This is an optimization exercise on Yosys and OpenROAD, whose aim is small area, not a production implementation. Function was checked by simulation only, so behaviour that the tests miss may differ from the original. Power and IR drop assume default switching activity. The flow treats the clock pin as an ideal source, which a real chip does not have.

`design/flow/standard.sh`:
```
#!/bin/bash
# synth_recipe.tcl (not shown) runs the flow's synth.tcl, then flattens the netlist and writes it again
# the make line also repeats each setting of config.mk as NAME=value (left out here)
make -C /OpenROAD-flow-scripts/flow DESIGN_CONFIG=/design/flow/config.mk WORK_HOME=/design/flow/orfs CLKGATE_MAP_FILE= SYNTH_SCRIPT=/design/flow/synth_recipe.tcl "${@:-finish}"
```
`design/flow/config.mk`:
```
export PLATFORM = sky130hd
export DESIGN_NAME = reg_debug_tracker
export DESIGN_NICKNAME = reg_debug_tracker
export VERILOG_FILES = /design/flow/design.v
export SDC_FILE = /design/flow/constraint.sdc
export NUM_CORES = 4
export LEC_CHECK = 0
export CAP_MARGIN = 20
export CORE_MARGIN = 2
export CORE_UTILIZATION = 40
export PLACE_DENSITY = 0.6
export SLEW_MARGIN = 20
```
`design/flow/constraint.sdc`:
```
create_clock -name core_clock -period 5.0 [get_ports {clk}]
set_input_delay 1.0000 -clock core_clock [delete_from_list [all_inputs] [get_ports {clk}]]
set_output_delay 1.0000 -clock core_clock [all_outputs]
set_load 0.01 [all_outputs]
```
`design/flow/design.v`:
```
package dbg_pkg;
  localparam int NUM_REGS = 32;
  localparam int XLEN     = 32;
  localparam int IDX_W    = $clog2(NUM_REGS);
  typedef enum logic [1:0] {
    INIT,    
    IDLE,    
    PRIME,   
    COPY     
  } trk_state_t;
  typedef logic [XLEN-1:0]  word_t;
  typedef logic [IDX_W-1:0] reg_idx_t;
  localparam reg_idx_t LAST_IDX = reg_idx_t'(NUM_REGS - 1);
endpackage
import dbg_pkg::*;
module reg_shadow_ram (
  input  logic              clk,
  input  logic              we,
  input  dbg_pkg::reg_idx_t waddr,
  input  dbg_pkg::word_t    wdata,
  input  logic [dbg_pkg::NUM_REGS-1:0] clr,
  output logic [dbg_pkg::NUM_REGS*dbg_pkg::XLEN-1:0] words
);
  dbg_pkg::word_t mem [1:NUM_REGS-1];
  assign words[XLEN-1:0] = '0;
  for (genvar k = 1; k < NUM_REGS; k++) begin : g_word
    logic           sel, hold;
    dbg_pkg::word_t sel_v, hold_v;
    assign sel    = we && (waddr == k);
    assign hold   = !sel && !clr[k];
    assign sel_v  = {XLEN{sel}};
    assign hold_v = {XLEN{hold}};
    always_ff @(posedge clk) begin
      mem[k] <= (sel_v & wdata) | (hold_v & mem[k]);
    end
    assign words[XLEN*k +: XLEN] = mem[k];
  end
endmodule
import dbg_pkg::*;
module reg_debug_tracker #(
  parameter int HOLD_FRAMES = 4,
  parameter int HOLD_W      = $clog2(HOLD_FRAMES + 1)
) (
  input  logic                 clk,
  input  logic                 reset,
  input  logic                 wb_we,
  input  logic [dbg_pkg::IDX_W-1:0] wb_rd,
  input  logic [dbg_pkg::XLEN-1:0]  wb_data,
  input  logic                 frame_start,
  input  logic                 freeze,
  output logic [dbg_pkg::NUM_REGS*dbg_pkg::XLEN-1:0] regs_out,
  output logic [dbg_pkg::NUM_REGS-1:0] changed_mask,
  output logic                 busy
);
  localparam logic [HOLD_W-1:0] HOLD_LOAD = HOLD_W'(HOLD_FRAMES);
  dbg_pkg::trk_state_t        state;
  dbg_pkg::reg_idx_t          idx;        
  dbg_pkg::word_t             snap [1:NUM_REGS-1];  
  assign regs_out[XLEN-1:0] = '0;
  for (genvar g = 1; g < NUM_REGS; g++) begin : g_regs_out
    assign regs_out[XLEN*g +: XLEN] = snap[g];
  end
  logic frozen;
  assign frozen = freeze;
  logic wb_accept;
  logic frame_accept;
  assign wb_accept    = (state != INIT) && wb_we && (wb_rd != '0);
  assign frame_accept = (state == IDLE) && frame_start && !frozen;
  logic              pw_v;
  dbg_pkg::reg_idx_t pw_a;
  dbg_pkg::word_t    pw_d;
  logic [NUM_REGS*XLEN-1:0] shadow;
  logic [NUM_REGS-1:0]      idx_hit;    
  logic [NUM_REGS-1:0]      sweep_clr;
  always_ff @(posedge clk) begin
    pw_v <= wb_accept;
    pw_a <= wb_rd;
    pw_d <= wb_data;
  end
  for (genvar k = 0; k < NUM_REGS; k++) begin : g_idx_hit
    assign idx_hit[k]   = (idx == k);
    assign sweep_clr[k] = (state == INIT) && idx_hit[k];
  end
  reg_shadow_ram u_ram (
    .clk   (clk),
    .we    (pw_v),
    .waddr (pw_a),
    .wdata (pw_d),
    .clr   (sweep_clr),
    .words (shadow)
  );
  always_ff @(posedge clk) begin
    if (reset) begin
      state   <= INIT;
      idx     <= '0;
      busy    <= 1'b1;
    end else begin
      unique case (state)
        INIT: begin
          if (idx == LAST_IDX) begin
            state <= IDLE;
            idx   <= '0;
            busy  <= 1'b0;
          end else begin
            idx <= idx + 1'b1;
          end
        end
        IDLE: begin
          if (frame_accept) begin
            state   <= PRIME;
            idx     <= '0;
            busy    <= 1'b1;
          end
        end
        PRIME: begin
          state   <= COPY;
        end
        COPY: begin
          if (idx == LAST_IDX) begin
            state <= IDLE;
            idx   <= '0;
            busy  <= 1'b0;
          end else begin
            idx <= idx + 1'b1;
          end
        end
        default: begin
          state <= INIT;
          idx   <= '0;
          busy  <= 1'b1;
        end
      endcase
    end
  end
  for (genvar k = 1; k < NUM_REGS; k++) begin : g_snap
    logic           ld, ld_ok, hd_ok;
    dbg_pkg::word_t ld_v, hd_v;
    assign ld    = (state == COPY) && idx_hit[k];
    assign ld_ok = !reset && ld;
    assign hd_ok = !reset && !ld;
    assign ld_v  = {XLEN{ld_ok}};
    assign hd_v  = {XLEN{hd_ok}};
    always_ff @(posedge clk) begin
      snap[k] <= (ld_v & shadow[XLEN*k +: XLEN]) | (hd_v & snap[k]);
    end
  end
  localparam logic [2:0] HS_IDLE = 3'b000, HS_NEW = 3'b001, HS_HOLD = 3'b101;
  logic [2:0] hs [1:NUM_REGS-1];
  function automatic logic [2:0] hs_next(input logic [2:0] s, input logic w, input logic f);
    logic nz;    
    nz = (s != HS_IDLE) && (s != 3'b100);
    if (w) begin
      if (f) hs_next = nz ? HS_HOLD : HS_NEW;
      else   hs_next = (s[2] | s[1]) ? HS_HOLD : HS_NEW;
    end else if (f) begin
      case (s)
        HS_NEW, HS_HOLD: hs_next = 3'b011;
        3'b011:          hs_next = 3'b111;
        3'b111:          hs_next = 3'b110;
        3'b110:          hs_next = 3'b100;
        default:         hs_next = HS_IDLE;
      endcase
    end else begin
      hs_next = s;
    end
  endfunction
  assign changed_mask[0] = 1'b0;
  for (genvar i = 1; i < NUM_REGS; i++) begin : g_hs
    assign changed_mask[i] = hs[i][2] | hs[i][1];
    always_ff @(posedge clk) begin
      if (reset) hs[i] <= HS_IDLE;
      else       hs[i] <= hs_next(hs[i], wb_accept && (wb_rd == i), frame_accept);
    end
  end
endmodule
```
`design/flow/flow/run.sh`:
```
#!/bin/bash
# Standard ORFS layout (the standard.sh, unchanged synthesis), with two changes:
#  - port buffers are the smallest buffer, sky130_fd_sc_hd__buf_1, instead of the cell
#    buffer_ports picks by default;
#  - clock tree synthesis runs without dummy loads.
# make's full output goes to flow.log in the work folder; ORFS keeps each step's log under
# orfs/logs/.
set -euo pipefail
bash standard.sh \
  "BUFFER_PORTS_ARGS=-buffer_cell sky130_fd_sc_hd__buf_1" \
  "CTS_ARGS=-sink_clustering_enable -repair_clock_nets -dont_use_dummy_load" \
  finish > flow.log 2>&1
```
==> flow_metrics.py, run 1 <==
metrics = {
    "status": {
        "status": "no timing/DRC/antenna violations",
    },
    "worst_setup_path": {
        "path_cells": "ha_1, nor2b_1, nand3b_1, nor2_4, a22o_1",
        "worstSetupEndpointType": "flop",
        "critPathMaxStageDelay_ns": 1.03,
        "path_max_fanout": 32,
        "worstSetupPathType": "reg -> reg",
        "cp.required_ns": 5.73,
        "slowest_stage": "nor2_4",
        "path_buf_inv": 0,
        "start_kind": "flop",
        "cp_data_arrival_time_ns": 3.83,
        "path_delay_family": "simple AND/OR/NAND/NOR gates",
    },
    "clocking": {
        "cts_buffer_depth": 3,
        "cts_buffers": 206,
        "cts_sinks": 2123,
        "path_clk_slew_ns": 0.06,
        "post_cts_resized": 0,
        "post_cts_buffers": 0,
        "cts_tree": "built",
        "root_buffer": "clkbuf_16",
        "h-tree-depth": 4,
        "hold_buffers": 0,
        "clkLatencyLatePin_ns": 0.86,
    },
    "global_route": {
        "grt_pass1_vias": 46130,
        "use_met3": 0.07713,
        "busiest_layer": "met2",
        "grtUsageTotal": 0.2946,
        "grt_start_max_net_pins": 123,
        "grt_use_met2": 0.4572,
        "gr-total-overflow": 0,
        "grt_first_pass_wirelength_um": 358900,
        "grt_antenna_before_repair": 6,
        "use_met1": 0.3729,
    },
    "floorplanning": {
        "dieArea_um2": 168500,
        "chipHeight_um": 410.5,
        "fp.dieW_um": 410.5,
        "core_um2": 164400,
        "io-pin-count": 1099,
        "start_util": 0.4019,
        "rows": 149,
    },
    "synthesis": {
        "yosys-top-cells-area": "dfxtp_1, a22o_1, clkbuf_1",
        "syn_area_um2": 66080,
        "ys_seq_elements": 2123,
        "ys.flop_type": "dfxtp_1",
        "synthesis.instances": 5442,
        "synth-edff-count": 0,
        "synthArstFlopShare": 0,
        "syn_area_per_cell_um2": 12.14,
        "yosys.area.top_type_share": 0.6431,
        "synth_cell_type_count": 48,
        "synth_area_leader_cell": "dfxtp_1",
        "synth.most_common_cell": "dfxtp_1",
        "synth.top_cells.by_count": "dfxtp_1, a22o_1, clkbuf_1, nor2_1, nand2_1",
        "synth_warnings": 5,
        "yosysSeqAreaShare": 0.6431,
    },
    "sta": {
        "setup_viol_count_final": 0,
        "drv_slew": 0,
        "min_period_ns": 3.095,
        "worstMarginPinSlew_ns": 1.166,
        "fin_crit_sh": 0.6190,
        "slew_headroom": 0.2206,
        "hold_viol": 0,
        "fin_tns_setup_ns": 0,
        "rsz0062_at_grt": "false",
        "fmaxAchievable_ghz": 0.3231,
        "clock_skew_ns": 0.08115,
    },
    "place": {
        "portBuffers": 1065,
        "place_congestion": 0.8234,
        "hpwl_um": 164600,
        "place_inst": 8272,
    },
    "route": {
        "drt_pre_antenna_iters": 5,
        "drtIter0Drc": 5122,
        "detail_route.wl_per_cell_um": 30.76,
        "ant_nets": 0,
        "drc_errors": 0,
        "wl_um": 261100,
        "viasPerCell": 5.944,
        "vias": 50450,
    },
    "layout": {
        "drive_gt1_frac": 0.08308,
        "instances_no_fill": 8488,
        "fill_cells": 14900,
        "nets": 6349,
        "regArea_um2": 42550,
        "synthToLayoutAreaGrowth_pct": 17.66,
        "multi_input_area_um2": 22180,
    },
    "flow_run": {
        "maxCapViolCount": 0,
    },
    "min_path": {
        "min_path_type": "in -> reg",
    },
    "pwr": {
        "ir_worst_vdd_v": 0.0003654,
        "power_density_nw_per_um2": 482.5,
        "leakagePower_nw": 30.24,
    },
}
==> path summary, 6_finish.rpt <==
check | slack, ns | startpoint | end | cells past startpoint
setup / recovery | 1.90 | state[0] | snap[21][6] | 5
setup reg to reg | 1.90 | state[0] | snap[21][6] | 5
hold reg to reg | 0.40 | u_ram.mem[27][8] | snap[27][8] | 1
hold / removal | 0.24 | wb_data[22] | pw_d[22] | 1
==> routing by layer <==
layer,vias to the layer above,share of wire,wire length (um)
met5,-,0,0
met4,0,0.060,15770
met1,25450,0.40,104800
li1,21990,-,-
met3,548,0.087,22710
met2,2466,0.45,117800
==> logic make-up after synthesis <==
| kind of cell | share of synthesized area |
|---|---|
| compound gates | 0.2723 |
| flops | 0.6431 |
| buf+inv | 0.03607 |
| simple gates | 0.04218 |
| mux | 0.004393 |
| fa+ha+maj | 0.001893 |
| other cells | 0.00005675 |
==> sequential cells by signal, indices dropped and copies added, names as in the netlist <==
| register | count |
|---|---|
| pw_a | 5 |
| state | 2 |
| u_ram.mem | 992 |
| pw_v | 1 |
| pw_d | 32 |
| busy | 1 |
| idx | 5 |
| hs | 93 |
| snap | 992 |
==> area by class of cell <==
class,instances,area share
antenna,4,0.0001287
clock buffer,206,0.06630
inverter,5,0.0002414
multi-input combinational,2774,0.2853
sequential,2123,0.5472
tap,2189,0.03523
timing repair buffer,1187,0.06561
==> worst reg2reg max path, delay by kind of cell (launching register included) <==
kind / cells / cell delay [ns]
and+or+nand+nor: 3 / 1.79
adders and majority gates: 1 / 0.59
AOI/OAI and AO/OA: 1 / 0.26
DFF: 1 / 0.38
==> power by group <==
| part | internal [mW] | switching (mW) | leakage [nW] |
|---|---|---|---|
| combinational | 1.81 | 1.59 | 10.4 |
| sequential | 19.5 | 1.45 | 17.3 |
| clock | 7.17 | 6.00 | 2.54 |
| total | 28.5 | 9.04 | 30.2 |
==> placed cells by master (no fill, tap or decap), drive strengths merged, types with 38 or more instances in the layout <==
cell	instances
nand2	146
a21oi	64
a22o	1920
nor3	49
nand3b	38
dfxtp	2123
o21ai	98
nor2	155
buf	1186
clkbuf	207
nand3	70
==> metrics by stage <==
stage | utilization | power [mW] | hold WS [ns] | worst slack [ns] | area [um^2]
global placement | 0.4398 | 24.36 | 0.4440 | 1.538 | 72320
global route | 0.4728 | 38.83 | 0.2033 | 1.734 | 77740
detailed placement | 0.4405 | 24.53 | 0.4488 | 1.532 | 72430
finish | 0.4729 | 37.51 | 0.2359 | 1.905 | 77750
CTS | 0.4718 | 37.55 | 0.1874 | 1.937 | 77580
floorplan | - | 23.37 | 0.4357 | 2.661 | 66200
==> inputs of run 2 (changes only) <==
--- a/design/flow/flow/run.sh
+++ b/design/flow/flow/run.sh
@@ -9,4 +9,4 @@
 bash standard.sh \
   "BUFFER_PORTS_ARGS=-buffer_cell sky130_fd_sc_hd__buf_1" \
-  "CTS_ARGS=-sink_clustering_enable -repair_clock_nets -dont_use_dummy_load" \
+  "CTS_ARGS=-sink_clustering_enable -repair_clock_nets -dont_use_dummy_load -buf_list {sky130_fd_sc_hd__clkbuf_2 sky130_fd_sc_hd__clkbuf_4} -sink_clustering_size 20" \
   finish > flow.log 2>&1
==> run 2 against run 1 <==
- still clean
- first-iteration DRC count shrank 2.4%
- clock power shrank 14%
- wire length rose by 1.6%
- non-clock buffer count grew 38
- fmax shrank 4.3%
- synthesized cell count did not move
- global-route usage rose by 0.46 points
- sequential power barely moved
==> flow_metrics.py, run 2 <==
metrics = {
    "clocking": {
        "post_cts_resized": 0,
        "hold_buffers": 39,
        "post_cts_buffers": 0,
        "cts_buffers": 558,
        "cts_sinks": 2123,
        "clkLatencyLatePin_ns": 1.45,
        "cts_tree": "built",
        "path_clk_slew_ns": 0.06,
        "root_buffer": "clkbuf_4",
        "cts_buffer_depth": 4,
        "h-tree-depth": 6,
    },
    "route": {
        "ant_nets": 0,
        "viasPerCell": 5.918,
        "drc_errors": 0,
        "vias": 52570,
        "detail_route.wl_per_cell_um": 29.86,
        "drt_pre_antenna_iters": 6,
        "drtIter0Drc": 4998,
        "wl_um": 265200,
    },
    "layout": {
        "instances_no_fill": 8883,
        "largestRegisters": "snap x992, u_ram.mem x992, hs x93",
        "final_common_cell": "dfxtp_1",
        "drive_gt1_frac": 0.1307,
        "synthToLayoutAreaGrowth_pct": 16.78,
        "layout_common_cells": "dfxtp_1, a22o_1, buf_1, clkbuf_4, nand2_1",
        "nets": 6739,
    },
    "worst_setup_path": {
        "start_kind": "flop",
        "cp.required_ns": 4.00,
        "worstSetupPathType": "reg -> out",
        "path_max_fanout": 6,
        "rrSetupSlack_ns": 1.92,
        "worstSetupEndpointType": "primary output",
        "cp_data_arrival_time_ns": 2.23,
        "r2r.worst_path.cells": 5,
    },
    "synthesis": {
        "synth-edff-count": 0,
        "syn_area_um2": 66080,
        "synthArstFlopShare": 0,
        "synthSimpleGateAreaFrac": 0.04218,
        "yosys-top-cells-area": "dfxtp_1, a22o_1, clkbuf_1",
        "ys_seq_elements": 2123,
        "synthesis.instances": 5442,
        "yosys.area.top_type_share": 0.6431,
        "synth.top_cells.by_count": "dfxtp_1, a22o_1, clkbuf_1, nor2_1, nand2_1",
        "syn_area_per_cell_um2": 12.14,
        "synth_cell_type_count": 48,
        "synth-xor-area-share": 0,
        "synthMuxAreaShare": 0.004393,
        "ys.flop_type": "dfxtp_1",
        "yosysSeqAreaShare": 0.6431,
        "synth_compound_area_frac": 0.2723,
        "synth_area_leader_cell": "dfxtp_1",
        "synth_warnings": 5,
        "synthAdderAreaFrac": 0.001893,
        "synth_top_family_by_area": "compound AO/OA/AOI/OAI gates",
        "synth.most_common_cell": "dfxtp_1",
    },
    "place": {
        "dp_slack_ns": 1.532,
        "place_inst": 8272,
        "portBuffers": 1065,
        "hpwl_um": 164600,
        "place_congestion": 0.8234,
    },
    "sta": {
        "min_period_ns": 3.234,
        "worst_slack_ns": 1.766,
        "slew_headroom": 0.2168,
        "setup_viol_count_final": 0,
        "rsz0062_at_grt": "false",
        "fin_crit_sh": 0.6468,
        "drv_slew": 0,
        "fmaxAchievable_ghz": 0.3092,
        "worstMarginPinSlew_ns": 1.172,
        "fin_tns_setup_ns": 0,
        "clock_skew_ns": 0.1515,
        "hold_viol": 0,
    },
    "min_path": {
        "min_path_type": "in -> reg",
        "min_path_cells": 2,
    },
    "pwr": {
        "leakagePower_nw": 30.43,
        "ir_worst_vdd_v": 0.0002617,
        "switching_share": 0.2606,
        "intPower_mw": 26.41,
        "p_clk_frac": 0.317,
        "power_switching_mw": 9.308,
        "comb_power_share": 0.096,
        "power_frac_seq": 0.587,
        "p_total_mw": 35.72,
        "power_density_nw_per_um2": 462.8,
    },
    "floorplanning": {
        "io-pin-count": 1099,
        "chipHeight_um": 410.5,
        "dieArea_um2": 168500,
        "rows": 149,
        "start_util": 0.4019,
        "core_um2": 164400,
        "fp.dieW_um": 410.5,
    },
    "global_route": {
        "grt_start_max_net_pins": 123,
        "grt_first_pass_wirelength_um": 365200,
        "grtUsageTotal": 0.2992,
        "grt_pass1_vias": 49080,
        "gr-total-overflow": 0,
        "grt_antenna_before_repair": 10,
    },
    "flow_run": {
        "maxCapViolCount": 0,
    },
    "status": {
        "status": "no timing/DRC/antenna violations",
    },
}
==> run 2: per-stage QoR <==
step / util / area, um^2 / hold slack (ns)
4_1_cts: 0.4683 / 77010 / 0.07289
2_1_floorplan: - / 66200 / 0.4357
5_1_grt: 0.4693 / 77170 / 0.1279
3_5_place_dp: 0.4405 / 72430 / 0.4488
6_report: 0.4694 / 77180 / 0.2611
3_3_place_gp: 0.4398 / 72320 / 0.4440
==> run 2: layer usage <==
layer	vias up	share of wire	GRT usage
met5	-	0	0
met4	0	0.059	0.1758
met3	607	0.097	0.09280
met2	2949	0.45	0.4590
met1	26130	0.39	0.3694
li1	22890	-	-
==> run 2: critical path, cell delays in order, from the launching register on <==
cell     delay, ns
dfxtp_1       0.35
or2_2         0.33
buf_1         0.14
==> run 2: area by class of cell <==
type                       instances  area (um^2)
clock buffer                     558         4189
inverter                           5        18.77
timing repair buffer            1225         5479
antenna                            9        22.52
fill                           15270        87250
multi-input combinational       2774        22180
sequential                      2123        42550
tap                             2189         2739
==> run 2: final timing paths <==
kind / from / end
hold reg to reg: u_ram.mem[17][17] / snap[17][17]
setup reg to reg: state[0] / snap[21][17]
setup / recovery: hs[5][1] / changed_mask[5]
hold / removal: wb_data[30] / pw_d[30]
==> run 2: cell families (layout without fill, tap and decap cells) <==
family / count (synthesis) / count (layout)
compound gates: 2130 / 2130
fa+ha+maj: 10 / 10
flops: 2123 / 2123
simple gates: 572 / 572
other cells: 1 / 42
mux: 29 / 29
buf+inv: 577 / 1788
==> run 2: power by group through the flow <==
stage | combinational (mW) | clock, mW | sequential [mW]
finish | 3.42 | 11.3 | 21.0
global route | 3.72 | 12.4 | 21.2
CTS | 3.39 | 11.6 | 20.9
detailed placement | 3.34 | 0 | 21.2
global placement | 3.22 | 0 | 21.1
floorplan | 2.56 | 0 | 20.8
==> inputs of run 3 (changes only) <==
--- a/design/flow/flow/run.sh
+++ b/design/flow/flow/run.sh
@@ -9,4 +9,4 @@
 bash standard.sh \
   "BUFFER_PORTS_ARGS=-buffer_cell sky130_fd_sc_hd__buf_1" \
-  "CTS_ARGS=-sink_clustering_enable -repair_clock_nets -dont_use_dummy_load -buf_list {sky130_fd_sc_hd__clkbuf_2 sky130_fd_sc_hd__clkbuf_4} -sink_clustering_size 20" \
+  "CTS_ARGS=-sink_clustering_enable -repair_clock_nets -dont_use_dummy_load -buf_list {sky130_fd_sc_hd__clkbuf_4 sky130_fd_sc_hd__clkbuf_8}" \
   finish > flow.log 2>&1
==> run 3 against run 2 <==
- synthesized cell count unchanged
- register-to-register slack worse by 0.03 ns
- flip-flop and latch count unchanged
- critical endpoint is now snap[21][17]
- sequential share of layout area down 0.45 points
- still clean
- count of clock-buffer cells in the layout down 203
- clock skew down 0.039 ns
- worst hold slack worse by 0.026 ns
- clock power up 9.7%
- critical path type is now reg -> reg
==> flow_metrics.py, run 3 <==
metrics = {
    "synthesis": {
        "ys.flop_type": "dfxtp_1",
        "syn_area_um2": 66080,
        "synth_warnings": 5,
        "synth_area_leader_cell": "dfxtp_1",
        "yosysSeqAreaShare": 0.6431,
        "yosys.area.top_type_share": 0.6431,
        "synth-edff-count": 0,
        "synth.most_common_cell": "dfxtp_1",
        "synthesis.instances": 5442,
        "synth.top_cells.by_count": "dfxtp_1, a22o_1, clkbuf_1, nor2_1, nand2_1",
        "ys_seq_elements": 2123,
        "synthArstFlopShare": 0,
        "synth_cell_type_count": 48,
        "yosys-top-cells-area": "dfxtp_1, a22o_1, clkbuf_1",
        "syn_area_per_cell_um2": 12.14,
    },
    "sta": {
        "worstMarginPinSlew_ns": 1.175,
        "setup_viol_count_final": 0,
        "hold_viol": 0,
        "clock_skew_ns": 0.1122,
        "drv_slew": 0,
        "fmaxAchievable_ghz": 0.3220,
        "min_period_ns": 3.106,
        "worst_slack_ns": 1.894,
        "fin_tns_setup_ns": 0,
        "rsz0062_at_grt": "false",
        "slew_headroom": 0.2145,
        "fin_crit_sh": 0.6211,
    },
    "route": {
        "ant_nets": 0,
        "vias": 51530,
        "drc_errors": 0,
        "detail_route.wl_per_cell_um": 30.42,
        "drt_pre_antenna_iters": 5,
        "wl_um": 263800,
        "drtIter0Drc": 5209,
        "viasPerCell": 5.942,
    },
    "pwr": {
        "ir_worst_vdd_v": 0.0002795,
        "power_density_nw_per_um2": 472.8,
        "p_total_mw": 36.79,
        "leakagePower_nw": 30.39,
    },
    "min_path": {
        "min_from": "wb_rd[4]",
        "min_path_type": "in -> reg",
    },
    "floorplanning": {
        "dieArea_um2": 168500,
        "chipHeight_um": 410.5,
        "core_um2": 164400,
        "rows": 149,
        "io-pin-count": 1099,
        "start_util": 0.4019,
        "fp.dieW_um": 410.5,
    },
    "clocking": {
        "post_cts_buffers": 0,
        "path_clk_slew_ns": 0.06,
        "root_buffer": "clkbuf_8",
        "cts_sinks": 2123,
        "h-tree-depth": 5,
        "cts_buffer_depth": 4,
        "clkLatencyLatePin_ns": 1.07,
        "post_cts_resized": 0,
        "cts_tree": "built",
        "cts_buffers": 355,
    },
    "place": {
        "portBuffers": 1065,
        "dp_slack_ns": 1.532,
        "place_congestion": 0.8234,
        "post_dp_cell_area_um2": 72430,
        "hpwl_um": 164600,
    },
    "flow_run": {
        "maxCapViolCount": 0,
    },
    "worst_setup_path": {
        "worstSetupEndpointType": "flop",
        "cp.required_ns": 5.91,
        "worstSetupPathType": "reg -> reg",
        "r2r.worst_path.cells": 5,
        "critPathCapture": "snap[21][17]",
        "rrSetupSlack_ns": 1.89,
        "reg2reg_from": "state[0]",
        "worstReg2RegEnd": "snap[21][17]",
        "cp_data_arrival_time_ns": 4.02,
        "path_max_fanout": 32,
        "start_kind": "flop",
        "startpoint": "state[0]",
    },
    "layout": {
        "layout_common_cells": "dfxtp_1, a22o_1, buf_1, clkbuf_8, nand2_1",
        "nets": 6530,
        "largestRegisters": "snap x992, u_ram.mem x992, hs x93",
        "fin_area_um2": 77820,
        "drive_gt1_frac": 0.1038,
        "fill_cells": 15020,
        "final_common_cell": "dfxtp_1",
        "synthToLayoutAreaGrowth_pct": 17.76,
    },
    "global_route": {
        "grt_pass1_vias": 47470,
        "gr-total-overflow": 0,
        "grt_first_pass_wirelength_um": 363300,
        "grtUsageTotal": 0.2978,
        "grt_antenna_before_repair": 8,
        "grt_start_max_net_pins": 123,
    },
    "status": {
        "status": "no timing/DRC/antenna violations",
    },
}
==> run 3: cell counts after synthesis <==
No cell type changed its count.
==> run 3: worst min-delay path by stage <==
stage                              to  slack, ns  cells after the start
floorplan            u_ram.mem[15][0]       0.44                      2
global placement    u_ram.mem[31][15]       0.44                      2
detailed placement  u_ram.mem[31][12]       0.45                      2
CTS                           pw_a[4]       0.11                      1
global route                  pw_a[4]       0.15                      1
finish                        pw_a[4]       0.24                      1
==> run 3: kinds of logic after synthesis <==
kind of cell    share of synthesized area
simple gates                      0.04218
buf+inv                           0.03607
other cells                    0.00005675
fa+ha+maj                        0.001893
mux                              0.004393
flops                              0.6431
compound gates                     0.2723
==> run 3: report_power, final <==
group / internal [mW] / switching (mW) / total, mW
Sequential: 19.5 / 1.46 / 21.0
Combinational: 1.83 / 1.59 / 3.42
Clock: 6.25 / 6.16 / 12.4
==> run 3: layout make-up <==
cell class / instances / area, um^2 / area share
well taps: 2189 / 2739 / 0.03520
repair buffers: 1219 / 5429 / 0.06977
inverters: 5 / 18.77 / 0.0002412
diodes: 7 / 17.52 / 0.0002251
clock buffers: 355 / 4886 / 0.06279
multi-input cells: 2774 / 22180 / 0.2850
flip-flops and latches: 2123 / 42550 / 0.5468
==> run 3: stage by stage <==
| stage | util | hold slack, ns | instances |
|---|---|---|---|
| 2_1_floorplan | - | 0.4357 | 5474 |
| 3_3_place_gp | 0.4398 | 0.4440 | 8267 |
| 3_5_place_dp | 0.4405 | 0.4488 | 8272 |
| 4_1_cts | 0.4722 | 0.1118 | 8659 |
| 5_1_grt | 0.4732 | 0.1490 | 8666 |
| 6_report | 0.4733 | 0.2353 | 8672 |
==> run 3: per-layer routing <==
metal  up-vias  track usage  share of wire  wire [um]
met5         -            0              0          0
met2      2721       0.4567           0.45     118600
met1     25920       0.3735           0.40     105000
met4         0       0.1730          0.060      15710
li1      22320            -              -          -
met3       570      0.08452          0.093      24460
==> run 3: worst max-delay path: stages, from the launching register on <==
cell	delay [ns]
dfxtp_1	0.38
ha_1	0.59
nor2b_1	0.31
nand3b_1	0.43
nor2_4	1.05
a22o_1	0.26
==> run 3: timing repair <==
action                                  4_1_cts  5_1_grt
endpoints found under the setup margin        0        0
hold buffers                                 32        0
hold endpoints to repair                     32        0
==> inputs of run 4 (changes only) <==
--- a/design/flow/flow/run.sh
+++ b/design/flow/flow/run.sh
@@ -9,4 +9,4 @@
 bash standard.sh \
   "BUFFER_PORTS_ARGS=-buffer_cell sky130_fd_sc_hd__buf_1" \
-  "CTS_ARGS=-sink_clustering_enable -repair_clock_nets -dont_use_dummy_load -buf_list {sky130_fd_sc_hd__clkbuf_4 sky130_fd_sc_hd__clkbuf_8}" \
+  "CTS_ARGS=-sink_clustering_enable -repair_clock_nets -dont_use_dummy_load -buf_list {sky130_fd_sc_hd__clkbuf_4 sky130_fd_sc_hd__clkbuf_8} -sink_clustering_size 16 -sink_clustering_max_diameter 40" \
   finish > flow.log 2>&1
--- a/design/flow/config.mk
+++ b/design/flow/config.mk
@@ -8,5 +8,5 @@
 export CAP_MARGIN = 20
 export CORE_MARGIN = 2
-export CORE_UTILIZATION = 40
-export PLACE_DENSITY = 0.6
+export CORE_UTILIZATION = 60
+export PLACE_DENSITY = 0.7
 export SLEW_MARGIN = 20
==> run 4 against run 3 <==
- register-to-register slack better by 0.13 ns
- first-iteration DRC count is 15% higher
- fmax is 4.5% higher
- flip-flop and latch count stayed put
- clock skew is 0.031 ns lower
- count of clock-buffer cells in the layout is 162 lower
- synthesized area stayed put
- wire length is 5.6% lower
- synthesized cell count stayed put
- non-clock buffer count is 23 lower
- sequential power hardly changed
- combinational power hardly changed
- largest power group unchanged
==> flow_metrics.py, run 4 <==
metrics = {
    "status": {
        "status": "no timing/DRC/antenna violations",
    },
    "route": {
        "viasPerCell": 6.681,
        "ant_nets": 0,
        "wl_um": 249100,
        "drc_errors": 0,
        "wl_met1_um": 92390,
        "highest_layer": "met5",
        "drt_pre_antenna_iters": 7,
        "route.met3.wl_um": 28910,
        "met2WireLength_um": 107600,
        "vias": 51510,
        "detail_route.wl_per_cell_um": 32.31,
        "drtIter0Drc": 5973,
    },
    "global_route": {
        "gr-total-overflow": 0,
        "grt_start_max_net_pins": 122,
        "grtUsageTotal": 0.4222,
        "grt_first_pass_wirelength_um": 346800,
        "grt_pass1_vias": 46500,
        "grt_antenna_before_repair": 8,
    },
    "sta": {
        "worstMarginPinSlew_ns": 1.160,
        "drv_slew": 0,
        "fin_tns_setup_ns": 0,
        "setup_viol_count_final": 0,
        "rsz0062_at_grt": "false",
        "clock_skew_ns": 0.08151,
        "hold_viol": 0,
        "hold_ws_ns": 0.1793,
        "fmaxAchievable_ghz": 0.3365,
        "fin_crit_sh": 0.5943,
        "min_period_ns": 2.971,
        "slew_headroom": 0.2249,
    },
    "layout": {
        "largestRegisters": "snap x992, u_ram.mem x992, hs x93",
        "final_common_cell": "dfxtp_1",
        "nets": 6345,
        "utilization": 0.6807,
        "drive_gt1_frac": 0.08202,
        "synthToLayoutAreaGrowth_pct": 12.28,
        "fin_area_um2": 74200,
        "layout_common_cells": "dfxtp_1, a22o_1, buf_1, clkbuf_8, nand2_1",
        "instances_no_fill": 7710,
    },
    "synthesis": {
        "synthArstFlopShare": 0,
        "synthesis.instances": 5442,
        "synth_area_leader_cell": "dfxtp_1",
        "syn_area_per_cell_um2": 12.14,
        "ys_seq_elements": 2123,
        "synth_cell_type_count": 48,
        "yosysSeqAreaShare": 0.6431,
        "yosys-top-cells-area": "dfxtp_1, a22o_1, clkbuf_1",
        "syn_area_um2": 66080,
        "ys.flop_type": "dfxtp_1",
        "yosys.area.top_type_share": 0.6431,
        "synth_warnings": 5,
        "synth-edff-count": 0,
        "synth.most_common_cell": "dfxtp_1",
        "synth.top_cells.by_count": "dfxtp_1, a22o_1, clkbuf_1, nor2_1, nand2_1",
    },
    "clocking": {
        "cts_sinks": 2123,
        "post_cts_resized": 0,
        "hold_buffers": 0,
        "h-tree-depth": 4,
        "cts_tree": "built",
        "post_cts_buffers": 0,
        "cts_buffer_depth": 3,
        "path_clk_slew_ns": 0.09,
        "clkLatencyLatePin_ns": 0.93,
        "root_buffer": "clkbuf_8",
        "cts_buffers": 193,
    },
    "pwr": {
        "p_clk_frac": 0.264,
        "intPower_mw": 24.71,
        "switching_share": 0.2519,
        "power_density_nw_per_um2": 445.1,
        "ir_worst_vdd_v": 0.0002936,
        "power_switching_mw": 8.318,
        "comb_power_share": 0.103,
        "power_frac_seq": 0.634,
        "leakagePower_nw": 29.13,
    },
    "floorplanning": {
        "chipHeight_um": 335.9,
        "fp.dieW_um": 335.9,
        "io-pin-count": 1099,
        "start_util": 0.6062,
        "rows": 121,
        "core_um2": 109000,
        "dieArea_um2": 112800,
    },
    "worst_setup_path": {
        "critPathCapture": "snap[22][19]",
        "rrSetupSlack_ns": 2.03,
        "start_kind": "flop",
        "worstSetupPathType": "reg -> reg",
        "startpoint": "idx[3]",
        "cp.required_ns": 5.84,
        "reg2reg_from": "idx[3]",
        "cp_data_arrival_time_ns": 3.81,
        "r2r.worst_path.cells": 4,
        "worstReg2RegEnd": "snap[22][19]",
        "path_max_fanout": 32,
        "worstSetupEndpointType": "flop",
    },
    "place": {
        "post_dp_cell_area_um2": 71330,
        "place_inst": 7505,
        "hpwl_um": 158500,
        "portBuffers": 1065,
        "place_congestion": 0.8798,
    },
    "min_path": {
        "min_path_type": "in -> reg",
    },
    "flow_run": {
        "maxCapViolCount": 0,
    },
}
==> run 4: how the worst min path moves through the flow <==
stage                           start                end  cells past startpoint
global route              wb_data[19]           pw_d[19]                      1
floorplan            u_ram.mem[15][0]   u_ram.mem[15][0]                      2
detailed placement  u_ram.mem[31][20]  u_ram.mem[31][20]                      2
CTS                       wb_data[14]           pw_d[14]                      1
finish                    wb_data[14]           pw_d[14]                      1
global placement     u_ram.mem[31][6]   u_ram.mem[31][6]                      2
==> run 4: final cells by class <==
type                       count  area [um^2]
clock buffer                 193         2656
inverter                       5        18.77
timing repair buffer        1196         5181
fill                        8459        34810
antenna                        5        12.51
tap                         1414         1769
sequential                  2123        42540
multi-input combinational   2774        22020
==> run 4: worst max-delay path: stages (launching register included) <==
cell	delay, ns
dfxtp_1	0.94
nor2b_1	0.35
and2_1	0.42
a21oi_4	0.90
a22o_1	0.29
==> run 4: cell families after synthesis <==
family / Yosys count / share of synthesized area
AND/OR/NAND/NOR: 572 / 0.04218
multiplexers: 29 / 0.004393
AO/OA/AOI/OAI: 2130 / 0.2723
buffers and inverters: 577 / 0.03607
other: 1 / 0.00005675
flip-flops: 2123 / 0.6431
adder cells (fa/ha/maj): 10 / 0.001893
==> run 4: power groups by stage <==
stage | Combinational [mW] | Clock, mW | Sequential [mW]
after floorplan | 2.56 | 0 | 20.8
after global placement | 3.17 | 0 | 21.1
after detailed placement | 3.31 | 0 | 21.2
after CTS | 3.33 | 8.69 | 20.8
after global routing | 3.65 | 9.35 | 21.1
final | 3.39 | 8.71 | 20.9
==> run 4: routing by layer <==
metal / vias to the layer above / track usage
li1: 21980 / -
met1: 25610 / 0.5226
met2: 3210 / 0.6325
met3: 715 / 0.1315
met4: 2 / 0.2869
met5: - / 0
==> run 4: metrics by stage <==
step | setup slack (ns) | power, mW
6_report | 2.029 | 33.02
5_1_grt | 1.916 | 34.13
4_1_cts | 2.013 | 32.84
3_5_place_dp | 1.546 | 24.47
3_3_place_gp | 1.673 | 24.27
2_1_floorplan | 2.661 | 23.37
==> inputs of run 5 (changes only) <==
--- a/design/flow/flow/run.sh
+++ b/design/flow/flow/run.sh
@@ -9,4 +9,4 @@
 bash standard.sh \
   "BUFFER_PORTS_ARGS=-buffer_cell sky130_fd_sc_hd__buf_1" \
-  "CTS_ARGS=-sink_clustering_enable -repair_clock_nets -dont_use_dummy_load -buf_list {sky130_fd_sc_hd__clkbuf_4 sky130_fd_sc_hd__clkbuf_8} -sink_clustering_size 16 -sink_clustering_max_diameter 40" \
+  "CTS_ARGS=-sink_clustering_enable -repair_clock_nets -dont_use_dummy_load -buf_list {sky130_fd_sc_hd__clkbuf_8 sky130_fd_sc_hd__clkbuf_16} -sink_clustering_size 20 -sink_clustering_max_diameter 60" \
   finish > flow.log 2>&1
==> run 5 against run 4 <==
- critical path depth unchanged
- first-iteration DRC count down 1.8%
- total power up 4.8%
- clock power up 18%
- clock skew down 0.019 ns
- fmax up 0.88%
- critical endpoint unchanged
- highest routed layer unchanged
==> flow_metrics.py, run 5 <==
metrics = {
    "sta": {
        "hold_ws_ns": 0.3193,
        "rsz0062_at_grt": "false",
        "worstMarginPinSlew_ns": 1.171,
        "min_period_ns": 2.945,
        "fin_crit_sh": 0.5891,
        "setup_viol_count_final": 0,
        "hold_viol": 0,
        "clock_skew_ns": 0.06223,
        "slew_headroom": 0.2169,
        "drv_slew": 0,
        "fin_tns_setup_ns": 0,
        "fmaxAchievable_ghz": 0.3395,
    },
    "route": {
        "vias": 51260,
        "viasPerCell": 6.700,
        "wl_um": 249000,
        "drc_errors": 0,
        "drt_pre_antenna_iters": 6,
        "ant_nets": 0,
        "detail_route.wl_per_cell_um": 32.54,
        "drtIter0Drc": 5866,
    },
    "synthesis": {
        "synth.most_common_cell": "dfxtp_1",
        "yosys.area.top_type_share": 0.6431,
        "yosysSeqAreaShare": 0.6431,
        "synthesis.instances": 5442,
        "synth_cell_type_count": 48,
        "synth.top_cells.by_count": "dfxtp_1, a22o_1, clkbuf_1, nor2_1, nand2_1",
        "syn_area_per_cell_um2": 12.14,
        "syn_area_um2": 66080,
        "synth_warnings": 5,
        "synthArstFlopShare": 0,
        "synth_area_leader_cell": "dfxtp_1",
        "synth-edff-count": 0,
        "ys_seq_elements": 2123,
        "yosys-top-cells-area": "dfxtp_1, a22o_1, clkbuf_1",
        "ys.flop_type": "dfxtp_1",
    },
    "pwr": {
        "power_frac_seq": 0.605,
        "switching_share": 0.2440,
        "p_clk_frac": 0.297,
        "comb_power_share": 0.098,
        "power_switching_mw": 8.444,
        "intPower_mw": 26.17,
        "power_density_nw_per_um2": 461.7,
        "ir_worst_vdd_v": 0.0003208,
        "leakagePower_nw": 29.43,
    },
    "flow_run": {
        "maxCapViolCount": 0,
    },
    "layout": {
        "synthToLayoutAreaGrowth_pct": 13.43,
        "nets": 6289,
        "drive_gt1_frac": 0.07378,
        "layout_common_cells": "dfxtp_1, a22o_1, buf_1, nand2_1, clkbuf_16",
        "fill_cells": 8321,
        "final_common_cell": "dfxtp_1",
        "utilization": 0.6877,
        "largestRegisters": "snap x992, u_ram.mem x992, hs x93",
        "fin_area_um2": 74960,
    },
    "min_path": {
        "hold_end": "pw_d[14]",
        "min_from": "wb_data[14]",
        "min_path_cells": 1,
        "min_path_type": "in -> reg",
    },
    "place": {
        "place_congestion": 0.8798,
        "portBuffers": 1065,
        "post_dp_cell_area_um2": 71330,
        "hpwl_um": 158500,
    },
    "worst_setup_path": {
        "r2r.worst_path.cells": 4,
        "path_cells": "nor2b_1, and2_1, a21oi_4, a22o_1",
        "reg2reg_from": "idx[3]",
        "worstSetupPathType": "reg -> reg",
        "worstSetupEndpointType": "flop",
        "worstReg2RegEnd": "snap[22][19]",
        "cp.required_ns": 5.70,
        "start_kind": "flop",
        "path_max_fanout": 32,
        "slowest_stage": "dfxtp_1",
        "cp_data_arrival_time_ns": 3.65,
        "critPathMaxStageDelay_ns": 0.96,
        "rrSetupSlack_ns": 2.05,
        "path_delay_family": "compound AO/OA/AOI/OAI gates",
        "path_buf_inv": 0,
    },
    "global_route": {
        "grt_antenna_before_repair": 4,
        "grt_pass1_vias": 46370,
        "grt_first_pass_wirelength_um": 346600,
        "grtUsageTotal": 0.4224,
        "grt_start_max_net_pins": 122,
        "gr-total-overflow": 0,
    },
    "floorplanning": {
        "start_util": 0.6062,
        "core_um2": 109000,
        "chipHeight_um": 335.9,
        "fp.dieW_um": 335.9,
        "rows": 121,
        "io-pin-count": 1099,
        "dieArea_um2": 112800,
    },
    "clocking": {
        "cts_buffers": 138,
        "h-tree-depth": 4,
        "post_cts_resized": 0,
        "cts_tree": "built",
        "cts_sinks": 2123,
        "hold_buffers": 0,
        "root_buffer": "clkbuf_16",
        "post_cts_buffers": 0,
        "clkLatencyLatePin_ns": 0.77,
        "cts_buffer_depth": 3,
        "path_clk_slew_ns": 0.08,
    },
    "status": {
        "status": "no timing/DRC/antenna violations",
    },
}
==> run 5: worst max-delay path by stage <==
stage,cells after the start,end,startpoint,slack (ns)
floorplan,5,hs[8][2],wb_rd[4],2.66
global placement,6,snap[25][13],reset,1.67
detailed placement,6,snap[25][10],reset,1.55
CTS,6,snap[6][22],state[0],2.02
global route,6,snap[18][29],state[0],1.91
finish,4,snap[22][19],idx[3],2.05
==> run 5: through the flow <==
step,cells,power (mW),setup WS (ns)
finish,7651,34.61,2.055
global route,7651,35.70,1.909
CTS,7643,34.45,2.020
detailed placement,7505,24.47,1.546
global placement,7502,24.27,1.673
floorplan,5474,23.37,2.661
==> run 5: power groups by stage <==
stage	Clock [mW]	Sequential (mW)	Combinational (mW)
after floorplan	0	20.8	2.56
after global placement	0	21.1	3.17
after detailed placement	0	21.2	3.31
after CTS	10.3	20.8	3.34
final	10.3	20.9	3.40
after global routing	10.9	21.1	3.65
==> run 5: cell type report <==
| type | instances | area [um^2] | share of cell area |
|---|---|---|---|
| Sequential cell | 2123 | 42540 | 0.5675 |
| Multi-Input combinational cell | 2774 | 22020 | 0.2937 |
| Timing Repair Buffer | 1195 | 5154 | 0.06875 |
| Clock buffer | 138 | 3453 | 0.04607 |
| Tap cell | 1414 | 1769 | 0.02360 |
| Inverter | 5 | 18.77 | 0.0002504 |
| Antenna cell | 2 | 5.005 | 0.00006677 |
==> run 5: cells by family after synthesis <==
logic type	count (synthesis)	synth area share
other cells	1	0.00005675
mux	29	0.004393
compound gates	2130	0.2723
buf+inv	577	0.03607
simple gates	572	0.04218
flops	2123	0.6431
fa+ha+maj	10	0.001893
==> run 5: routing by layer <==
| layer | up-vias | global-route usage | share of wire |
|---|---|---|---|
| met5 | - | 0 | 0.000048 |
| met4 | 2 | 0.3001 | 0.084 |
| met1 | 25530 | 0.5218 | 0.37 |
| li1 | 21870 | - | - |
| met3 | 708 | 0.1318 | 0.12 |
| met2 | 3146 | 0.6281 | 0.43 |
==> inputs of run 6 (changes only) <==
--- a/design/flow/flow/run.sh
+++ b/design/flow/flow/run.sh
@@ -9,4 +9,4 @@
 bash standard.sh \
   "BUFFER_PORTS_ARGS=-buffer_cell sky130_fd_sc_hd__buf_1" \
-  "CTS_ARGS=-sink_clustering_enable -repair_clock_nets -dont_use_dummy_load -buf_list {sky130_fd_sc_hd__clkbuf_8 sky130_fd_sc_hd__clkbuf_16} -sink_clustering_size 20 -sink_clustering_max_diameter 60" \
+  "CTS_ARGS=-sink_clustering_enable -repair_clock_nets -dont_use_dummy_load -buf_list {sky130_fd_sc_hd__clkbuf_16} -sink_clustering_size 30 -sink_clustering_max_diameter 80" \
   finish > flow.log 2>&1
==> run 6 against run 5 <==
- design area decreased by 1.9%
- core utilization shrank 1.3 points
- first-iteration DRC count is 3.9% higher
- highest routed layer is now met4
- sequential power about the same
- synthesized cell count is the same
- setup slack worse by 0.045 ns
- largest power group unchanged
- non-clock buffer count is the same
- sequential share of layout area is 1.1 points higher
- combinational power barely moved
- critical endpoint unchanged
- critical path type unchanged
- fmax decreased by 1.5%
- wire length decreased by 0.48%
==> flow_metrics.py, run 6 <==
metrics = {
    "status": {
        "status": "no timing/DRC/antenna violations",
    },
    "pwr": {
        "intPower_mw": 24.21,
        "switching_share": 0.2494,
        "comb_power_share": 0.105,
        "power_frac_seq": 0.649,
        "p_total_mw": 32.25,
        "ir_worst_vdd_v": 0.0003018,
        "leakagePower_nw": 28.73,
        "p_clk_frac": 0.246,
        "power_density_nw_per_um2": 438.6,
        "power_switching_mw": 8.043,
    },
    "sta": {
        "fin_tns_setup_ns": 0,
        "fin_crit_sh": 0.5981,
        "setup_viol_count_final": 0,
        "drv_slew": 0,
        "min_period_ns": 2.991,
        "clock_skew_ns": 0.03467,
        "hold_viol": 0,
        "fmaxAchievable_ghz": 0.3344,
        "slew_headroom": 0.2112,
        "hold_ws_ns": 0.3763,
        "worstMarginPinSlew_ns": 1.181,
        "rsz0062_at_grt": "false",
        "worst_slack_ns": 2.009,
    },
    "route": {
        "ant_nets": 0,
        "drt_pre_antenna_iters": 8,
        "detail_route.wl_per_cell_um": 32.63,
        "vias": 50960,
        "drc_errors": 0,
        "drtIter0Drc": 6096,
        "viasPerCell": 6.711,
        "wl_um": 247800,
    },
    "clocking": {
        "clkLatencyLatePin_ns": 0.71,
        "hold_buffers": 0,
        "h-tree-depth": 3,
        "root_buffer": "clkbuf_16",
        "path_clk_slew_ns": 0.11,
        "post_cts_buffers": 0,
        "cts_tree": "built",
        "post_cts_resized": 0,
        "cts_buffers": 81,
        "cts_sinks": 2123,
        "cts_buffer_depth": 3,
    },
    "layout": {
        "synthToLayoutAreaGrowth_pct": 11.27,
        "nets": 6232,
        "utilization": 0.6746,
        "final_common_cell": "dfxtp_1",
        "fill_cells": 8476,
        "layout_common_cells": "dfxtp_1, a22o_1, buf_1, nand2_1, buf_4",
        "fin_area_um2": 73530,
        "largestRegisters": "snap x992, u_ram.mem x992, hs x93",
        "instances_no_fill": 7594,
        "drive_gt1_frac": 0.06523,
    },
    "global_route": {
        "grt_start_max_net_pins": 122,
        "grt_first_pass_wirelength_um": 344700,
        "grtUsageTotal": 0.4190,
        "grt_antenna_before_repair": 5,
        "gr-total-overflow": 0,
        "grt_pass1_vias": 45920,
    },
    "worst_setup_path": {
        "worstSetupEndpointType": "flop",
        "cp_data_arrival_time_ns": 3.62,
        "critPathMaxStageDelay_ns": 0.96,
        "path_max_fanout": 32,
        "start_kind": "flop",
        "r2r.worst_path.cells": 4,
        "worstReg2RegEnd": "snap[22][19]",
        "slowest_stage": "dfxtp_1",
        "path_cells": "nor2b_1, and2_1, a21oi_4, a22o_1",
        "rrSetupSlack_ns": 2.01,
        "reg2reg_from": "idx[3]",
        "worstSetupPathType": "reg -> reg",
        "cp.required_ns": 5.63,
    },
    "place": {
        "hpwl_um": 158500,
        "post_dp_cell_area_um2": 71330,
        "portBuffers": 1065,
        "place_congestion": 0.8798,
        "dp_slack_ns": 1.546,
        "place_inst": 7505,
    },
    "floorplanning": {
        "io-pin-count": 1099,
        "start_util": 0.6062,
        "dieArea_um2": 112800,
        "chipHeight_um": 335.9,
        "fp.dieW_um": 335.9,
        "core_um2": 109000,
        "rows": 121,
    },
    "min_path": {
        "min_path_type": "in -> reg",
        "min_from": "wb_data[7]",
        "min_path_cells": 1,
        "hold_end": "pw_d[7]",
    },
    "synthesis": {
        "syn_area_um2": 66080,
        "synthesis.instances": 5442,
        "yosysSeqAreaShare": 0.6431,
        "synth_warnings": 5,
        "yosys.area.top_type_share": 0.6431,
        "synth_cell_type_count": 48,
        "yosys-top-cells-area": "dfxtp_1, a22o_1, clkbuf_1",
        "ys.flop_type": "dfxtp_1",
        "ys_seq_elements": 2123,
        "synthArstFlopShare": 0,
        "synth.top_cells.by_count": "dfxtp_1, a22o_1, clkbuf_1, nor2_1, nand2_1",
        "synth-edff-count": 0,
        "synth_area_leader_cell": "dfxtp_1",
        "syn_area_per_cell_um2": 12.14,
        "synth.most_common_cell": "dfxtp_1",
    },
    "flow_run": {
        "maxCapViolCount": 0,
    },
}
run 6: layout make-up:
cell class / count / area [um^2] / area share
diodes: 2 / 5.005 / 0.00006806
multi-input cells: 2774 / 22020 / 0.2994
inverters: 5 / 18.77 / 0.0002552
flip-flops and latches: 2123 / 42540 / 0.5785
well taps: 1414 / 1769 / 0.02406
clock buffers: 81 / 2027 / 0.02757
repair buffers: 1195 / 5154 / 0.07009
run 6: worst max path at each step:
stage	from	endpoint	slack (ns)	depth (start not counted)
floorplan	wb_rd[4]	hs[8][2]	2.66	5
global placement	reset	snap[25][13]	1.67	6
detailed placement	reset	snap[25][10]	1.55	6
CTS	idx[3]	snap[18][26]	2.00	4
global route	idx[3]	snap[22][19]	1.88	4
finish	idx[3]	snap[22][19]	2.01	4
run 6: power by group through the flow:
stage	logic [mW]	clock network, mW	registers, mW
2_1_floorplan	2.56	0	20.8
3_3_place_gp	3.17	0	21.1
3_5_place_dp	3.31	0	21.2
4_1_cts	3.34	7.94	20.8
5_1_grt	3.66	8.50	21.1
6_report	3.39	7.94	20.9
run 6: cells by family after synthesis:
logic type,share of synthesized area
AO/OA/AOI/OAI,0.2723
adder cells (fa/ha/maj),0.001893
buffers and inverters,0.03607
flip-flops,0.6431
multiplexers,0.004393
other,0.00005675
AND/OR/NAND/NOR,0.04218
run 6: critical path, delay by kind of cell (launching register included):
family          cells  cell delay (ns)
simple gates        2             0.76
flops               1             0.96
compound gates      2             1.16
run 6: routing by layer:
metal / track usage / vias up / share of wire
met3: 0.1263 / 668 / 0.12
met5: 0 / - / 0
met1: 0.5217 / 25370 / 0.37
li1: - / 21730 / -
met2: 0.6289 / 3186 / 0.43
met4: 0.2821 / 0 / 0.083
==> inputs of run 7 (changes only) <==
==> design/flow/run.sh (new file) <==
#!/bin/bash
# synth_recipe.tcl (not shown) runs the flow's synth.tcl, then flattens the netlist and writes it again
# the make line also repeats each setting of config.mk as NAME=value (left out here)
make -C /OpenROAD-flow-scripts/flow DESIGN_CONFIG=/design/flow/config.mk WORK_HOME=/design/flow/orfs CLKGATE_MAP_FILE= SYNTH_SCRIPT=/design/flow/synth_recipe.tcl finish
--- a/design/flow/config.mk
+++ b/design/flow/config.mk
@@ -8,5 +8,5 @@
 export CAP_MARGIN = 20
 export CORE_MARGIN = 2
-export CORE_UTILIZATION = 60
-export PLACE_DENSITY = 0.7
+export CORE_UTILIZATION = 40
+export PLACE_DENSITY = 0.6
 export SLEW_MARGIN = 20
removed: design/flow/flow/run.sh
removed: design/flow/standard.sh
==> run 7 against run 6 <==
- critical endpoint is now snap[23][13]
- still clean
- clock power up 100%
- sequential share of layout area shrank 8.6 points
- largest power group unchanged
- via count down 0.28%
- die area increased by 49%
==> flow_metrics.py, run 7 <==
metrics = {
    "synthesis": {
        "synthSimpleGateAreaFrac": 0.04218,
        "syn_area_um2": 66080,
        "synthAdderAreaFrac": 0.001893,
        "synth_top_family_by_area": "compound AO/OA/AOI/OAI gates",
        "ys_seq_elements": 2123,
        "synth_area_leader_cell": "dfxtp_1",
        "syn_area_per_cell_um2": 12.14,
        "synth_warnings": 5,
        "synth.top_cells.by_count": "dfxtp_1, a22o_1, clkbuf_1, nor2_1, nand2_1",
        "synth_cell_type_count": 48,
        "synth.most_common_cell": "dfxtp_1",
        "synth-edff-count": 0,
        "synth-xor-area-share": 0,
        "synthesis.instances": 5442,
        "synthArstFlopShare": 0,
        "synthMuxAreaShare": 0.004393,
        "yosys-top-cells-area": "dfxtp_1, a22o_1, clkbuf_1",
        "yosys.area.top_type_share": 0.6431,
        "yosysSeqAreaShare": 0.6431,
        "synth_compound_area_frac": 0.2723,
        "ys.flop_type": "dfxtp_1",
    },
    "route": {
        "drt_pre_antenna_iters": 6,
        "detail_route.wl_per_cell_um": 31.39,
        "drc_errors": 0,
        "drtIter0Drc": 5320,
        "viasPerCell": 5.870,
        "ant_nets": 0,
        "vias": 50820,
        "wl_um": 271700,
    },
    "layout": {
        "synthToLayoutAreaGrowth_pct": 30.67,
        "largestRegisters": "snap x992, u_ram.mem x992, hs x93",
        "fill_cells": 14160,
        "layout_common_cells": "dfxtp_1, a22o_1, clkdlybuf4s50_1, clkbuf_16, nand2_1",
        "nets": 6345,
        "final_common_cell": "dfxtp_1",
        "drive_gt1_frac": 0.09882,
    },
    "global_route": {
        "grt_antenna_before_repair": 9,
        "grtUsageTotal": 0.3091,
        "gr-total-overflow": 0,
        "grt_start_max_net_pins": 74,
        "grt_first_pass_wirelength_um": 374100,
        "grt_pass1_vias": 47380,
    },
    "place": {
        "place_congestion": 0.8242,
        "portBuffers": 1065,
        "hpwl_um": 169500,
    },
    "sta": {
        "min_period_ns": 3.107,
        "fmaxAchievable_ghz": 0.3218,
        "setup_viol_count_final": 0,
        "worstMarginPinSlew_ns": 1.214,
        "fin_tns_setup_ns": 0,
        "hold_viol": 0,
        "clock_skew_ns": 0.03035,
        "fin_crit_sh": 0.6214,
        "rsz0062_at_grt": "false",
        "drv_slew": 0,
        "slew_headroom": 0.1885,
    },
    "clocking": {
        "root_buffer": "clkbuf_16",
        "post_cts_buffers": 0,
        "hold_buffers": 0,
        "path_clk_slew_ns": 0.07,
        "cts_buffers": 210,
        "cts_tree": "built",
        "cts_sinks": 2123,
        "post_cts_resized": 0,
        "cts_buffer_depth": 3,
        "h-tree-depth": 4,
        "clkLatencyLatePin_ns": 0.86,
    },
    "worst_setup_path": {
        "worstSetupEndpointType": "flop",
        "cp_data_arrival_time_ns": 3.89,
        "worstSetupPathType": "reg -> reg",
        "start_kind": "flop",
        "cp.required_ns": 5.78,
        "path_max_fanout": 32,
    },
    "floorplanning": {
        "dieArea_um2": 168500,
        "io-pin-count": 1099,
        "core_um2": 164400,
        "fp.dieW_um": 410.5,
        "rows": 149,
        "start_util": 0.4019,
        "chipHeight_um": 410.5,
    },
    "flow_run": {
        "maxCapViolCount": 0,
    },
    "status": {
        "status": "no timing/DRC/antenna violations",
    },
    "pwr": {
        "leakagePower_nw": 33.52,
        "p_total_mw": 40.56,
        "ir_worst_vdd_v": 0.0003879,
        "power_density_nw_per_um2": 469.7,
    },
    "min_path": {
        "min_path_type": "reg -> reg",
    },
}
[run 7: cell types whose count changed in the layout (fill, tap and decap cells not counted), sizes merged, moves of 10 or more]
cell           change
buf             -1079
clkdlybuf4s50   +1064
clkbuf           +228
clkinv            +42
bufinv            +15
clkinvlp          +10
[run 7: final cells by class]
type / count / area [um^2] / area share
timing repair buffer: 1179 / 11740 / 0.1359
clock buffer: 310 / 6123 / 0.07091
sequential: 2123 / 42560 / 0.4928
multi-input combinational: 2774 / 22220 / 0.2573
clock inverter: 75 / 962.2 / 0.01114
antenna: 2 / 5.005 / 0.00005796
inverter: 5 / 18.77 / 0.0002173
tap: 2189 / 2739 / 0.03172
[run 7: critical path, stage by stage, from the launching register on]
cell	delay (ns)
dfxtp_1	0.99
nor2b_1	0.36
and2_1	0.45
a21oi_4	0.91
a22o_1	0.28
[run 7: per-layer routing]
layer,part of all wire,wire length [um],global-route usage,vias up
met1,0.41,110100,0.3919,25600
li1,-,-,-,22170
met3,0.085,22970,0.07648,510
met2,0.45,122600,0.4805,2542
met5,0,0,0,-
met4,0.059,16060,0.1726,0
[run 7: final timing paths]
| kind | end | slack, ns | cells after the start | start |
|---|---|---|---|---|
| worst min register to register | snap[27][31] | 0.44 | 1 | u_ram.mem[27][31] |
| worst max-delay path | snap[23][13] | 1.89 | 4 | idx[3] |
| worst min-delay path | snap[27][31] | 0.44 | 1 | u_ram.mem[27][31] |
| worst max register to register | snap[23][13] | 1.89 | 4 | idx[3] |
[run 7: stage by stage]
step / setup WS, ns / hold slack, ns / instances / cell area (um^2) / utilization
floorplan: 2.661 / 0.4357 / 5474 / 66200 / -
global placement: 1.683 / 0.4431 / 8259 / 78980 / 0.4803
detailed placement: 1.635 / 0.4490 / 8262 / 79060 / 0.4808
CTS: 1.876 / 0.4398 / 8647 / 86140 / 0.5239
global route: 1.760 / 0.4702 / 8655 / 86350 / 0.5251
finish: 1.893 / 0.4436 / 8657 / 86350 / 0.5252
[run 7: cells by family (layout without fill, tap and decap cells)]
kind of cell / Yosys count / count (layout)
adder cells (fa/ha/maj): 10 / 10
other: 1 / 35
multiplexers: 29 / 29
AO/OA/AOI/OAI: 2130 / 2130
flip-flops: 2123 / 2123
AND/OR/NAND/NOR: 572 / 572
buffers and inverters: 577 / 1569
[run 7: report_power, final]
part           internal (mW)  switching (mW)  leakage, nW
registers               19.5            1.48         17.3
logic                   1.83            1.58         12.8
clock network           9.29            6.90         3.46
==> inputs of run 8 (changes only) <==
--- a/design/flow/design.v
+++ b/design/flow/design.v
@@ -145,30 +145,21 @@
     end
   end
-  localparam logic [2:0] HS_IDLE = 3'b000, HS_NEW = 3'b001, HS_HOLD = 3'b101;
+  logic run, f_run, nf_run, w_run;    
+  assign run    = !reset;
+  assign f_run  = frame_accept && run;
+  assign nf_run = !frame_accept && run;
+  assign w_run  = wb_accept && run;
   logic [2:0] hs [1:NUM_REGS-1];
-  function automatic logic [2:0] hs_next(input logic [2:0] s, input logic w, input logic f);
-    logic nz;    
-    nz = (s != HS_IDLE) && (s != 3'b100);
-    if (w) begin
-      if (f) hs_next = nz ? HS_HOLD : HS_NEW;
-      else   hs_next = (s[2] | s[1]) ? HS_HOLD : HS_NEW;
-    end else if (f) begin
-      case (s)
-        HS_NEW, HS_HOLD: hs_next = 3'b011;
-        3'b011:          hs_next = 3'b111;
-        3'b111:          hs_next = 3'b110;
-        3'b110:          hs_next = 3'b100;
-        default:         hs_next = HS_IDLE;
-      endcase
-    end else begin
-      hs_next = s;
-    end
-  endfunction
   assign changed_mask[0] = 1'b0;
   for (genvar i = 1; i < NUM_REGS; i++) begin : g_hs
+    logic w, t1, t2;
+    assign w  = w_run && (wb_rd == i);
+    assign t1 = (f_run & hs[i][1]) | (nf_run & hs[i][2]);
+    assign t2 = (f_run & hs[i][0]) | (nf_run & hs[i][1]);
     assign changed_mask[i] = hs[i][2] | hs[i][1];
     always_ff @(posedge clk) begin
-      if (reset) hs[i] <= HS_IDLE;
-      else       hs[i] <= hs_next(hs[i], wb_accept && (wb_rd == i), frame_accept);
+      hs[i] <= {t1 | (w & t2),
+                t2 & !w,
+                w | (hs[i][0] & run & !(frame_accept & hs[i][2] & hs[i][1]))};
     end
   end
==> design/flow/flow/run.sh (new file) <==
#!/bin/bash
# Standard ORFS layout (the standard.sh, unchanged synthesis), with two changes:
#  - port buffers are the smallest buffer, sky130_fd_sc_hd__buf_1, instead of the cell
#    buffer_ports picks by default;
#  - clock tree synthesis runs without dummy loads.
# make's full output goes to flow.log in the work folder; ORFS keeps each step's log under
# orfs/logs/.
set -euo pipefail
bash standard.sh \
  "BUFFER_PORTS_ARGS=-buffer_cell sky130_fd_sc_hd__buf_1" \
  "CTS_ARGS=-sink_clustering_enable -repair_clock_nets -dont_use_dummy_load -buf_list {sky130_fd_sc_hd__clkbuf_4 sky130_fd_sc_hd__clkbuf_8} -sink_clustering_size 20 -sink_clustering_max_diameter 50" \
  finish > flow.log 2>&1
==> design/flow/standard.sh (new file) <==
#!/bin/bash
# synth_recipe.tcl (not shown) runs the flow's synth.tcl, then flattens the netlist and writes it again
# the make line also repeats each setting of config.mk as NAME=value (left out here)
make -C /OpenROAD-flow-scripts/flow DESIGN_CONFIG=/design/flow/config.mk WORK_HOME=/design/flow/orfs CLKGATE_MAP_FILE= SYNTH_SCRIPT=/design/flow/synth_recipe.tcl "${@:-finish}"
--- a/design/flow/config.mk
+++ b/design/flow/config.mk
@@ -8,5 +8,5 @@
 export CAP_MARGIN = 20
 export CORE_MARGIN = 2
-export CORE_UTILIZATION = 40
-export PLACE_DENSITY = 0.6
+export CORE_UTILIZATION = 75
+export PLACE_DENSITY = 0.8
 export SLEW_MARGIN = 20
removed: design/flow/run.sh
==> run 8 against run 7 <==
- the run now fails in I/O pin placement (3_2_place_iop)
- synthesized cell count is 0.61% lower
- synthesized area is 0.54% lower
==> flow_metrics.py, run 8 <==
metrics = {
    "synthesis": {
        "synth-edff-count": 0,
        "synthArstFlopShare": 0,
        "synth_area_leader_cell": "dfxtp_1",
        "ys_seq_elements": 2123,
        "synth.top_cells.by_count": "dfxtp_1, a22o_1, clkbuf_1, nand2_1, nor2_1",
        "synth_cell_type_count": 44,
        "synth_warnings": 5,
        "ys.flop_type": "dfxtp_1",
        "synth.most_common_cell": "dfxtp_1",
        "syn_area_um2": 65730,
        "syn_area_per_cell_um2": 12.15,
        "yosys-top-cells-area": "dfxtp_1, a22o_1, clkbuf_1",
        "yosysSeqAreaShare": 0.6466,
        "synthesis.instances": 5409,
        "yosys.area.top_type_share": 0.6466,
    },
    "floorplanning": {
        "rows": 108,
        "chipHeight_um": 300.0,
        "fp.dieW_um": 300.0,
        "start_util": 0.7577,
    },
    "status": {
        "stop_stage": "I/O pin placement (3_2_place_iop)",
        "status": "aborted with a tool error",
        "error_line": "[ERROR PPL-0024] Number of IO pins (1099) exceeds maximum number of available positions (1082). Increase the die perimeter from 1200.16um to 1494.64um.",
    },
}
run 8: cell count changes after synthesis, sizes merged, moves of 19 or more:
cell	previous run	this run
nand3b	38	8
clkbuf	463	490
a31o	0	28
a31oi	4	34
nand3	70	40
nor2	155	123
buf	109	80
mux2i	29	10
o211ai	25	1
nand2	146	218
nor2b	30	3
run 8: kinds of logic after synthesis:
| family | share of synthesized area |
|---|---|
| flip-flops | 0.6466 |
| adder cells (fa/ha/maj) | 0.001904 |
| AO/OA/AOI/OAI | 0.2762 |
| buffers and inverters | 0.03565 |
| AND/OR/NAND/NOR | 0.03809 |
| other | 0.00005705 |
| multiplexers | 0.001523 |

-- static timing again, ports no longer ideal --
How much do the figures lean on ideal ports? The routed layouts below were timed once more, with nothing changed but the port constraints. Step 1 sets driving cells, clkbuf_16 on the clock port and buf_2 on the other inputs (assumed; they add their load-dependent delay and slew). Step 2 also shifts input and output timing later by t, the mid clock arrival at the registers, as if the neighbouring blocks saw the same clock. a / b / c = ideal / step 1 / step 2; a / b = the first two.
run | t (ns) | slack for setup (ns) | worst setup path after step 2 | clock arrival spread, ns | worst data-port slew with drivers (ns)
run 1 | 0.906 | 1.905 / 1.905 / 1.471 | input to register | 0.097 / 0.097 | 0.09
run 2 | 1.460 | 1.766 / 1.679 / 1.312 | input to register | 0.161 / 0.162 | 0.08
run 3 | 1.102 | 1.894 / 1.894 / 1.437 | input to register | 0.113 / 0.112 | 0.08
run 4 | 0.971 | 2.029 / 2.029 / 1.476 | input to register | 0.082 / 0.082 | 0.11
run 5 | 0.819 | 2.055 / 2.055 / 1.433 | input to register | 0.069 / 0.069 | 0.12
run 6 | 0.778 | 2.009 / 2.009 / 1.481 | input to register | 0.037 / 0.037 | 0.13
run 7 | 0.937 | 1.893 / 1.860 / 1.568 | input to register | 0.038 / 0.038 | 0.05
After both steps every run listed still meets setup and hold. The setup slack of run 5, which loses most, moves by 0.000 ns with the drivers and by -0.622 ns with both steps.
